From an optimization exercise on the open Yosys and OpenROAD flow, aimed at small area; shortcuts taken in it are not production practice. In this exercise RTL edits were held to simulation tests only and were not proved equivalent to the original. Power and IR drop assume default switching activity.

`flow/config.mk`:
```
export PLATFORM = sky130hd
export DESIGN_NAME = exe_apb_alu_top
export DESIGN_NICKNAME = exe_apb_alu_top
export VERILOG_FILES = /design/flow/design.v
export SDC_FILE = /design/flow/constraint.sdc
export NUM_CORES = 4
export LEC_CHECK = 0
export CAP_MARGIN = 10
export CORE_MARGIN = 2
export CORE_UTILIZATION = 40
export GPL_TIMING_DRIVEN = 1
export SLEW_MARGIN = 10
```
`flow/constraint.sdc`:
```
create_clock -name core_clock -period 6.0 [get_ports {i_clk}]
set_input_delay 1.2000 -clock core_clock [delete_from_list [all_inputs] [get_ports {i_clk}]]
set_output_delay 1.2000 -clock core_clock [all_outputs]
set_load 0.01 [all_outputs]
```
`flow/design.v`:
```
package exe_alu_pkg;
    typedef enum logic [4:0] {
        OP_ADD  = 5'h00,
        OP_AND  = 5'h01,
        OP_OR   = 5'h02,
        OP_XOR  = 5'h03,
        OP_SLL  = 5'h04,
        OP_SRL  = 5'h05,
        OP_SRA  = 5'h06,
        OP_SUB  = 5'h10,
        OP_SLT  = 5'h17,
        OP_SLTU = 5'h18
    } alu_op_e;
    typedef struct packed {
        logic n;
        logic z;
        logic c;
        logic v;
    } alu_flags_t;
    typedef struct packed {
        logic [32-1:0] a;
        logic [32-1:0] b;
        logic [4:0]             op;    
    } alu_req_t;
endpackage
package exe_apb_pkg;
    typedef struct packed {
        logic [8-1:0] paddr;
        logic                   psel;
        logic                   penable;
        logic                   pwrite;
        logic [32-1:0] pwdata;
    } apb_req_t;
    typedef struct packed {
        logic [32-1:0] prdata;
        logic                   pready;
        logic                   pslverr;
    } apb_rsp_t;
    typedef enum logic [1:0] {
        ST_IDLE   = 2'd0,
        ST_SETUP  = 2'd1,
        ST_ACCESS = 2'd2
    } apb_state_e;
endpackage
`timescale 1ns/1ps
module exe_bk_adder (
    input  logic [32-1:0] i_a,
    input  logic [32-1:0] i_b,
    input  logic                   i_cin,
    output logic [32-1:0] o_sum,
    output logic [32-1:0] o_p,
    output logic [32-1:0] o_g,
    output logic                   o_c31,    
    output logic                   o_c32     
);
    localparam int W = 32;
    localparam int L = $clog2(W);
    logic [W-1:0] p, g;
    assign p   = i_a ^ i_b;
    assign g   = i_a & i_b;
    assign o_p = p;
    assign o_g = g;
    logic [W-1:0] gg [0:2*L];
    logic [W-1:0] pp [0:2*L];
    always_comb begin
        gg[0]    = g;
        pp[0]    = p;
        gg[0][0] = g[0] | (p[0] & i_cin);
        for (int l = 1; l <= L; l++) begin
            gg[l] = gg[l-1];
            pp[l] = pp[l-1];
            for (int i = 0; i < W; i++) begin
                if ((i + 1) % (1 << l) == 0) begin
                    gg[l][i] = gg[l-1][i] | (pp[l-1][i] & gg[l-1][i - (1 << (l-1))]);
                    pp[l][i] = pp[l-1][i] & pp[l-1][i - (1 << (l-1))];
                end
            end
        end
        for (int l = L - 1; l >= 1; l--) begin
            gg[2*L-l] = gg[2*L-l-1];
            pp[2*L-l] = pp[2*L-l-1];
            for (int i = 0; i < W; i++) begin
                if ((i + 1) % (1 << l) == (1 << (l-1)) && i >= (1 << l)) begin
                    gg[2*L-l][i] = gg[2*L-l-1][i] | (pp[2*L-l-1][i] & gg[2*L-l-1][i - (1 << (l-1))]);
                    pp[2*L-l][i] = pp[2*L-l-1][i] & pp[2*L-l-1][i - (1 << (l-1))];
                end
            end
        end
    end
    logic [W-1:0] cout;
    assign cout  = gg[2*L-1];
    assign o_sum = p ^ {cout[W-2:0], i_cin};
    assign o_c31 = cout[W-2];
    assign o_c32 = cout[W-1];
endmodule
`timescale 1ns/1ps
module exe_alu (
    input  logic [32-1:0] i_a,
    input  logic [32-1:0] i_b,
    input  logic [4:0]             i_op,
    input  logic                   i_ld,        
    output logic [32-1:0] o_result,
    output logic [3:0]             o_flags     
);
    localparam int W = 32;
    logic         sub;
    logic [W-1:0] bb;
    logic [W-1:0] sum, p, g;
    logic         c31, c32;
    logic         n, z, c, v;
    assign sub = i_op[4];
    assign bb  = i_b ^ {W{sub}};
    exe_bk_adder i_adder (
        .i_a   (i_a),
        .i_b   (bb),
        .i_cin (sub),
        .o_sum (sum),
        .o_p   (p),
        .o_g   (g),
        .o_c31 (c31),
        .o_c32 (c32)
    );
    assign n = sum[W-1];
    assign z = ~|sum;
    assign c = c32;
    assign v = c31 ^ c32;
    assign o_flags = {n, z, c, v} & {4{i_ld}};
    logic live;
    logic e_sum, e_and, e_or, e_xor, e_sll, e_srl, e_sra, e_slt, e_sltu;
    assign live   = i_ld;
    assign e_sum  = live & (i_op[3:0] == 4'h0);     
    assign e_and  = live & (i_op == 5'h01);
    assign e_or   = live & (i_op == 5'h02);
    assign e_xor  = live & (i_op == 5'h03);
    assign e_sll  = live & (i_op == 5'h04);
    assign e_srl  = live & (i_op == 5'h05);
    assign e_sra  = live & (i_op == 5'h06);
    assign e_slt  = live & (i_op == 5'h17);
    assign e_sltu = live & (i_op == 5'h18);
    logic [W-1:0] x;
    logic [W-1:0] st [0:5];
    logic         fill;
    logic [4:0]   sh;
    assign sh   = i_b[4:0];
    assign fill = (i_op[1] & ~i_op[0]) & i_a[W-1];    
    always_comb begin
        for (int i = 0; i < W; i++) x[i] = (i_op[1:0] == 2'b00) ? i_a[W-1-i] : i_a[i];
        st[0] = x;
        for (int k = 0; k < 5; k++) begin
            for (int i = 0; i < W; i++) begin
                if (i + (1 << k) < W) st[k+1][i] = sh[k] ? st[k][i + (1 << k)] : st[k][i];
                else                  st[k+1][i] = sh[k] ? fill : st[k][i];
            end
        end
    end
    always_comb begin
        for (int i = 0; i < W; i++) begin
            o_result[i] = (e_sum & sum[i])
                        | ((e_and | e_or) & g[i])
                        | ((e_xor | e_or) & p[i])
                        | ((e_srl | e_sra) & st[5][i])
                        | (e_sll & st[5][W-1-i]);
        end
        o_result[0] = o_result[0] | (e_slt & (n ^ v)) | (e_sltu & ~c);
    end
endmodule
`timescale 1ns/1ps
module exe_apb_regs (
    input  logic                   i_clk,
    input  logic                   i_reset,
    input  logic [8-1:0] paddr,
    input  logic                   psel,
    input  logic                   penable,
    input  logic                   pwrite,
    input  logic [32-1:0] pwdata,
    output logic [32-1:0] prdata,
    output logic                   pready,
    output logic                   pslverr,
    output logic [32-1:0] o_a,
    output logic [32-1:0] o_b,
    output logic [4:0]             o_op,
    output logic                   o_ld,
    input  logic [32-1:0] i_result,
    input  logic [3:0]             i_flags
);
    localparam int W = 32;
    logic         setup_q;
    logic [W-1:0] rs1_q, rs2_q, imm_q, result_q;
    logic [4:0]   op_q;
    logic         src_q;
    logic [3:0]   flags_q;
    logic         launch_q;
    logic access;
    always_ff @(posedge i_clk) setup_q <= ~i_reset & psel & ~penable;
    assign access = psel & penable & setup_q;
    logic       base_ok;
    logic [2:0] idx;
    logic       s_rs1, s_rs2, s_imm, s_ctrl, s_res, s_flg;
    assign base_ok = (paddr[7:5] == 3'b000) & (paddr[1:0] == 2'b00);
    assign idx     = paddr[4:2];
    assign s_rs1   = base_ok & (idx == 3'd0);
    assign s_rs2   = base_ok & (idx == 3'd1);
    assign s_imm   = base_ok & (idx == 3'd2);
    assign s_ctrl  = base_ok & (idx == 3'd3);
    assign s_res   = base_ok & (idx == 3'd4);
    assign s_flg   = base_ok & (idx == 3'd5);
    logic rw_ok, ro, bad, wr, rd;
    assign rw_ok = base_ok & ~idx[2];
    assign ro    = s_res | s_flg;
    assign bad   = ~(rw_ok | ro) | (ro & pwrite);
    assign wr    = access & pwrite & rw_ok;
    assign rd    = access & ~pwrite & (rw_ok | ro);
    assign pready  = access;
    assign pslverr = access & bad;
    always_comb begin
        prdata = ({W{rd & s_rs1}} & rs1_q)
               | ({W{rd & s_rs2}} & rs2_q)
               | ({W{rd & s_imm}} & imm_q)
               | ({W{rd & s_res}} & result_q);
        prdata[4:0] = prdata[4:0] | ({5{rd & s_ctrl}} & op_q);
        prdata[8] = prdata[8] | (rd & s_ctrl & src_q);
        prdata[3:0] = prdata[3:0] | ({4{rd & s_flg}} & flags_q);
    end
    logic ld_rs1, ld_rs2, ld_imm, ld_ctrl, ld_res;
    logic kp_rs1, kp_rs2, kp_imm, kp_ctrl, kp_res;
    assign ld_rs1  = ~i_reset & wr & s_rs1;
    assign ld_rs2  = ~i_reset & wr & s_rs2;
    assign ld_imm  = ~i_reset & wr & s_imm;
    assign ld_ctrl = ~i_reset & wr & s_ctrl;
    assign kp_rs1  = ~i_reset & ~(wr & s_rs1);
    assign kp_rs2  = ~i_reset & ~(wr & s_rs2);
    assign kp_imm  = ~i_reset & ~(wr & s_imm);
    assign kp_ctrl = ~i_reset & ~(wr & s_ctrl);
    assign ld_res  = ~i_reset & launch_q;
    assign kp_res  = ~i_reset & ~launch_q;
    always_ff @(posedge i_clk) begin
        rs1_q    <= ({W{ld_rs1}} & pwdata) | ({W{kp_rs1}} & rs1_q);
        rs2_q    <= ({W{ld_rs2}} & pwdata) | ({W{kp_rs2}} & rs2_q);
        imm_q    <= ({W{ld_imm}} & pwdata) | ({W{kp_imm}} & imm_q);
        op_q     <= ({5{ld_ctrl}} & pwdata[4:0]) | ({5{kp_ctrl}} & op_q);
        src_q    <= (ld_ctrl & pwdata[8]) | (kp_ctrl & src_q);
        launch_q <= ld_ctrl;
        result_q <= i_result | ({W{kp_res}} & result_q);
        flags_q  <= i_flags | ({4{kp_res}} & flags_q);
    end
    assign o_a    = rs1_q;
    assign o_b    = src_q ? imm_q : rs2_q;
    assign o_op   = op_q;
    assign o_ld   = ld_res;
endmodule
`timescale 1ns/1ps
module exe_apb_alu (
    input  logic                   i_clk,
    input  logic                   i_reset,
    input  logic [8-1:0] paddr,
    input  logic                   psel,
    input  logic                   penable,
    input  logic                   pwrite,
    input  logic [32-1:0] pwdata,
    output logic [32-1:0] prdata,
    output logic                   pready,
    output logic                   pslverr
);
    logic [32-1:0] alu_a, alu_b, alu_result;
    logic [4:0]             alu_op;
    logic                   alu_ld;
    logic [3:0]             alu_flags;
    exe_apb_regs i_regs (
        .i_clk    (i_clk),
        .i_reset  (i_reset),
        .paddr    (paddr),
        .psel     (psel),
        .penable  (penable),
        .pwrite   (pwrite),
        .pwdata   (pwdata),
        .prdata   (prdata),
        .pready   (pready),
        .pslverr  (pslverr),
        .o_a      (alu_a),
        .o_b      (alu_b),
        .o_op     (alu_op),
        .o_ld     (alu_ld),
        .i_result (alu_result),
        .i_flags  (alu_flags)
    );
    exe_alu i_alu (
        .i_a      (alu_a),
        .i_b      (alu_b),
        .i_op     (alu_op),
        .i_ld     (alu_ld),
        .o_result (alu_result),
        .o_flags  (alu_flags)
    );
endmodule
`timescale 1ns/1ps
module exe_apb_alu_top (
    input  logic                   i_clk,
    input  logic                   i_reset,
    input  logic [8-1:0] paddr,
    input  logic                   psel,
    input  logic                   penable,
    input  logic                   pwrite,
    input  logic [32-1:0] pwdata,
    output logic [32-1:0] prdata,
    output logic                   pready,
    output logic                   pslverr
);
    exe_apb_alu i_core (
        .i_clk   (i_clk),
        .i_reset (i_reset),
        .paddr   (paddr),
        .psel    (psel),
        .penable (penable),
        .pwrite  (pwrite),
        .pwdata  (pwdata),
        .prdata  (prdata),
        .pready  (pready),
        .pslverr (pslverr)
    );
endmodule
```
`flow/flow/run.sh`:
```
#!/bin/bash
# The standard layout (standard.sh), with these changes:
#  - no full-adder extraction before ABC (ADDER_MAP_FILE empty), and ABC
#    maps with flow/abc.script in place of ORFS's speed script (the rest
#    of synthesis is the standard flow's own synth_recipe.tcl, so registers keep their names);
#  - the port buffers are the smallest buffer, buf_1, rather than the delay
#    buffer buffer_ports picks by default (every port still gets one);
#  - CTS uses clkbuf_8 and inserts no dummy load cells.
# Each tool's output goes to synth.log and layout.log here, and ORFS's own
# per-step logs under orfs/logs.
set -euo pipefail
here=$PWD
rm -rf "$here/scripts_mod"
cp -r "$FLOW_HOME/scripts" "$here/scripts_mod"
cp "$here/flow/abc.script" "$here/scripts_mod/abc_speed.script"
sed "s#^make -C #make SCRIPTS_DIR=$here/scripts_mod -C #" standard.sh > standard_mod.sh
grep -q "SCRIPTS_DIR=" standard_mod.sh
export ADDER_MAP_FILE=
export BUFFER_PORTS_ARGS="-buffer_cell sky130_fd_sc_hd__buf_1"
export CTS_ARGS="-sink_clustering_enable -repair_clock_nets -dont_use_dummy_load -buf_list sky130_fd_sc_hd__clkbuf_8"
bash standard_mod.sh synth > synth.log 2>&1
bash standard_mod.sh > layout.log 2>&1
```
`flow/flow/abc.script`:
```
strash
&get -n
&nf
&put
stime -p
```
`flow/standard.sh`:
```
#!/bin/bash
# synth_recipe.tcl (not shown) runs the flow's synth.tcl, then flattens the netlist and writes it again
# the make line also repeats each setting of config.mk as NAME=value (left out here)
make -C /OpenROAD-flow-scripts/flow DESIGN_CONFIG=/design/flow/config.mk WORK_HOME=/design/flow/orfs CLKGATE_MAP_FILE= SYNTH_SCRIPT=/design/flow/synth_recipe.tcl "${@:-finish}"
```
==> flow_metrics.env <==
export IMPL_cp_end_kind="register"
export IMPL_cp_endpoint="i_core.i_regs.flags_q[2]"
export IMPL_dpl_hpwl_mm=24.05
export IMPL_die_x_um=157.0
export IMPL_synth_ff_type="dfxtp_1"
export IMPL_reg2reg_slack_ns=1.19
export IMPL_grt_pass1_vias=8702
export IMPL_first_pass_iters=7
export IMPL_worst_ir_drop_vdd_mv=0.1028
export IMPL_drt_iter0_markers=1121
export IMPL_final_cell_mix="176 x nand2_1, 161 x mux2i_1, 138 x dfxtp_1, 104 x a22o_1, 78 x buf_1"
export IMPL_die_area_mm2=0.02466
export IMPL_finalPower_mw=1.557
export IMPL_cts_tree="built"
export IMPL_synth_top_area_share_pct=29.92
export IMPL_antenna_left=0
export IMPL_clk_pin_slew_worst_paths_ns=0.07
export IMPL_fin_nets=1206
export IMPL_worst_hold_path_type="reg -> reg"
export IMPL_cts_buffers=17
export IMPL_final_area_mm2=0.01065
export IMPL_die_h_um=157.0
export IMPL_initial_core_util_pct=41.00
export IMPL_syn_nets=1076
export IMPL_cts_resized=0
export IMPL_seq_area_mm2=0.002805
export IMPL_drc=0
export IMPL_layout_commonest_cell="nand2_1"
export IMPL_synthArstFlopShare_pct=0
export IMPL_n_antenna_cell=0
export IMPL_reg2regPathDepth=14
export IMPL_synth_area_mm2=0.009366
export IMPL_required_ns=6.35
export IMPL_grt_overflow_total=0
export IMPL_min_period_over_period_pct=80.19
export IMPL_max_slew_worst_pin_slew_ns=1.193
export IMPL_placedInstanceArea_mm2=0.01042
export IMPL_final_util_pct=46.63
export IMPL_cp_max_fo=7
export IMPL_antenna_found_initial=0
export IMPL_num_io_pins=79
export IMPL_multi_input_area_mm2=0.006619
export IMPL_synth_cell_types=51
export IMPL_grt_setup_unrepaired="false"
export IMPL_syn_inst=1031
export IMPL_num_rows=55
export IMPL_p_leak_nw=4.151
export IMPL_routed_via_density=6.375
export IMPL_clk_path_buf_depth=2
export IMPL_synth_edf_count=0
export IMPL_port_buffers=78
export IMPL_clock_fmax_ghz=0.2078
export IMPL_grt_pass1_wl_mm=51.61
export IMPL_wl_per_cell_um=22.46
export IMPL_final_hold_viol_count=0
export IMPL_grt_start_max_net_pins=37
export IMPL_slew_headroom_pct=20.49
export IMPL_finalClockSkew_ns=0.02748
export IMPL_worstSetupPathType="reg -> reg"
export IMPL_ctsHtreeMaxLevel=4
export IMPL_yosysWarningCount=6
export IMPL_drive_above_1_share_pct=6.471
export IMPL_startpoint="i_core.i_regs.src_q"
export IMPL_synth_top_area_cell="dfxtp_1"
export IMPL_seq_area_frac_synth_pct=29.92
export IMPL_syn_to_final_growth_pct=13.75
export IMPL_cp_start_kind="register"
export IMPL_synth_area_leaders="dfxtp_1 30%, mux2i_1 18%, a22o_1 9.7%"
export IMPL_postSynthAreaPerCell_um2=9.085
export IMPL_min_delay_start="i_core.i_regs.result_q[21]"
export IMPL_status="complete, no violations"
export IMPL_fin_setup_tns_ns=0
export IMPL_vias=9384
export IMPL_ctsHoldBuffers=0
export IMPL_track_usage_pct=27.03
export IMPL_r2r_start="i_core.i_regs.src_q"
export IMPL_core_area_mm2=0.02285
export IMPL_postCtsSetupRepairBufs=0
export IMPL_finalSetupViolCount=0
export IMPL_fill_cells=2320
export IMPL_worstPathArrival_ns=5.17
export IMPL_p_per_area_mw_per_mm2=146.1
export IMPL_synth_seq_cells=140
export IMPL_r2r_end="i_core.i_regs.flags_q[2]"
export IMPL_maxSlewViolCount=0
export IMPL_clock_sinks=140
export IMPL_finalCriticalPeriod_ns=4.811
export IMPL_cap_violations=0
export IMPL_wl_mm=33.07
export IMPL_gp_congestion=0.9592
export IMPL_cts_root_buf="clkbuf_8"
export IMPL_worstSkewPairLatency_ns=0.46
## per-stage QoR
step,hold WS (ns),instances,setup WS [ns]
after floorplan,0.4154,1031,0.001228
after global routing,0.4676,1472,0.8176
after global placement,0.4297,1455,1.478
after CTS,0.4460,1472,1.244
after detailed placement,0.4350,1455,1.277
final,0.4447,1472,1.189
## layout make-up
class / instances / area share [%]
clock buffers: 17 / 2.196
inverters: 17 / 0.5989
well taps: 313 / 3.676
flip-flops and latches: 140 / 26.33
multi-input cells: 874 / 62.13
repair buffers: 111 / 5.073
## layer usage
layer / vias up / share of wire, % / GRT usage, %
met5: - / 0 / 0
met4: 0 / 2.3 / 8.571
met3: 50 / 6.7 / 4.130
met2: 400 / 43 / 40.50
met1: 4612 / 48 / 39.65
li1: 4322 / - / -
## flip-flops by register name (all words and copies together), names as in the netlist
signal and cells:
i_core.i_regs.launch_q 1, i_core.i_regs.rs1_q 32, i_core.i_regs.op_q 5, i_core.i_regs.imm_q 32
i_core.i_regs.src_q 1, i_core.i_regs.setup_q 1, i_core.i_regs.result_q 32, i_core.i_regs.rs2_q 32
i_core.i_regs.flags_q 4
## worst min path at each step
stage                                      end  slack (ns)  depth (start not counted)
floorplan           i_core.i_regs.result_q[16]        0.42                          2
global placement    i_core.i_regs.result_q[16]        0.43                          2
detailed placement  i_core.i_regs.result_q[21]        0.43                          2
CTS                 i_core.i_regs.result_q[21]        0.45                          2
global route        i_core.i_regs.result_q[21]        0.47                          2
finish              i_core.i_regs.result_q[21]        0.44                          2
## worst max-delay path: stages (launching register included)
cell and delay, ns:
dfxtp_2 0.48, mux2i_1 0.49, xnor2_1 0.20, maj3_1 0.45, a311o_1 0.41, a221o_1 0.49
a221oi_1 0.32, buf_4 0.22, o21ai_0 0.14, a21oi_1 0.27, o21ai_0 0.17, a21boi_0 0.40
xnor2_1 0.17, nand4b_1 0.20, o41ai_1 0.29
## logic make-up after synthesis
logic type,count (synthesis),share of synthesized area [%]
adders and majority gates,1,0.1069
AOI/OAI and AO/OA,328,27.85
DFF,140,29.92
muxes,179,19.56
and+or+nand+nor,263,12.10
xor gates and xnor gates,103,9.778
buffers and inverters,17,0.6813
## cell usage after synthesis (2+ instances only)
cell type  count
a221oi_1       6
nor3_1         7
o2111ai_1      5
mux2_1        12
o22ai_1        9
mux2i_1      165
nand3_1        5
nand4_1        7
a21boi_0       6
a41oi_1        2
and2_0         3
or4b_1         2
a2111o_1       2
xor2_1        35
mux4_2         2
xnor2_1       67
nor2_1        33
or3_1          3
o211ai_1       3
a21o_1         2
nand2_1      176
or2_0          2
a21oi_1       29
dfxtp_1      140
a22o_1       104
nand4b_1       3
o21ai_0       57
o21a_1         5
nor4_1         8
clkinv_1      17
nor4b_1        2
nand2b_1       5
o2bb2ai_1      2
a31oi_1        2
a222oi_1      32
a221o_1       50
o221ai_1       6
nor2b_1        2
## power by group
group | switching [mW] | leakage [nW] | internal, mW
Sequential | 0.0000540 | 1.13 | 0.929
Combinational | 0.0370 | 2.90 | 0.00972
Clock | 0.331 | 0.122 | 0.250

## separate check: timing with driven ports
The results above use ideal ports. As a check the final layout listed here was re-extracted and re-timed, cells and wires unchanged.
Step 1 (the two cells are an assumption about what drives the block):
set clk [get_ports {i_clk}]
set_driving_cell -lib_cell sky130_fd_sc_hd__clkbuf_16 $clk
set_driving_cell -lib_cell sky130_fd_sc_hd__buf_2 [delete_from_list [all_inputs] $clk]
Step 2, shift: input delay + t, output delay - t, t = (earliest + latest rising clock arrival at the registers) / 2. This alone moves slack from input paths to output paths.
Three values: ideal, step 1, step 2; two values: the first two.
shift t [ns]: 0.496
setup slack, ns: 1.189 / 1.189 / 1.189
worst setup path at the end: register to register
slew at the worst register clock pin (ns): 0.09 / 0.09
After both steps this run still meets setup and hold. For this run, drivers alone change the setup slack by 0.000 ns; drivers and shift together by 0.000 ns.
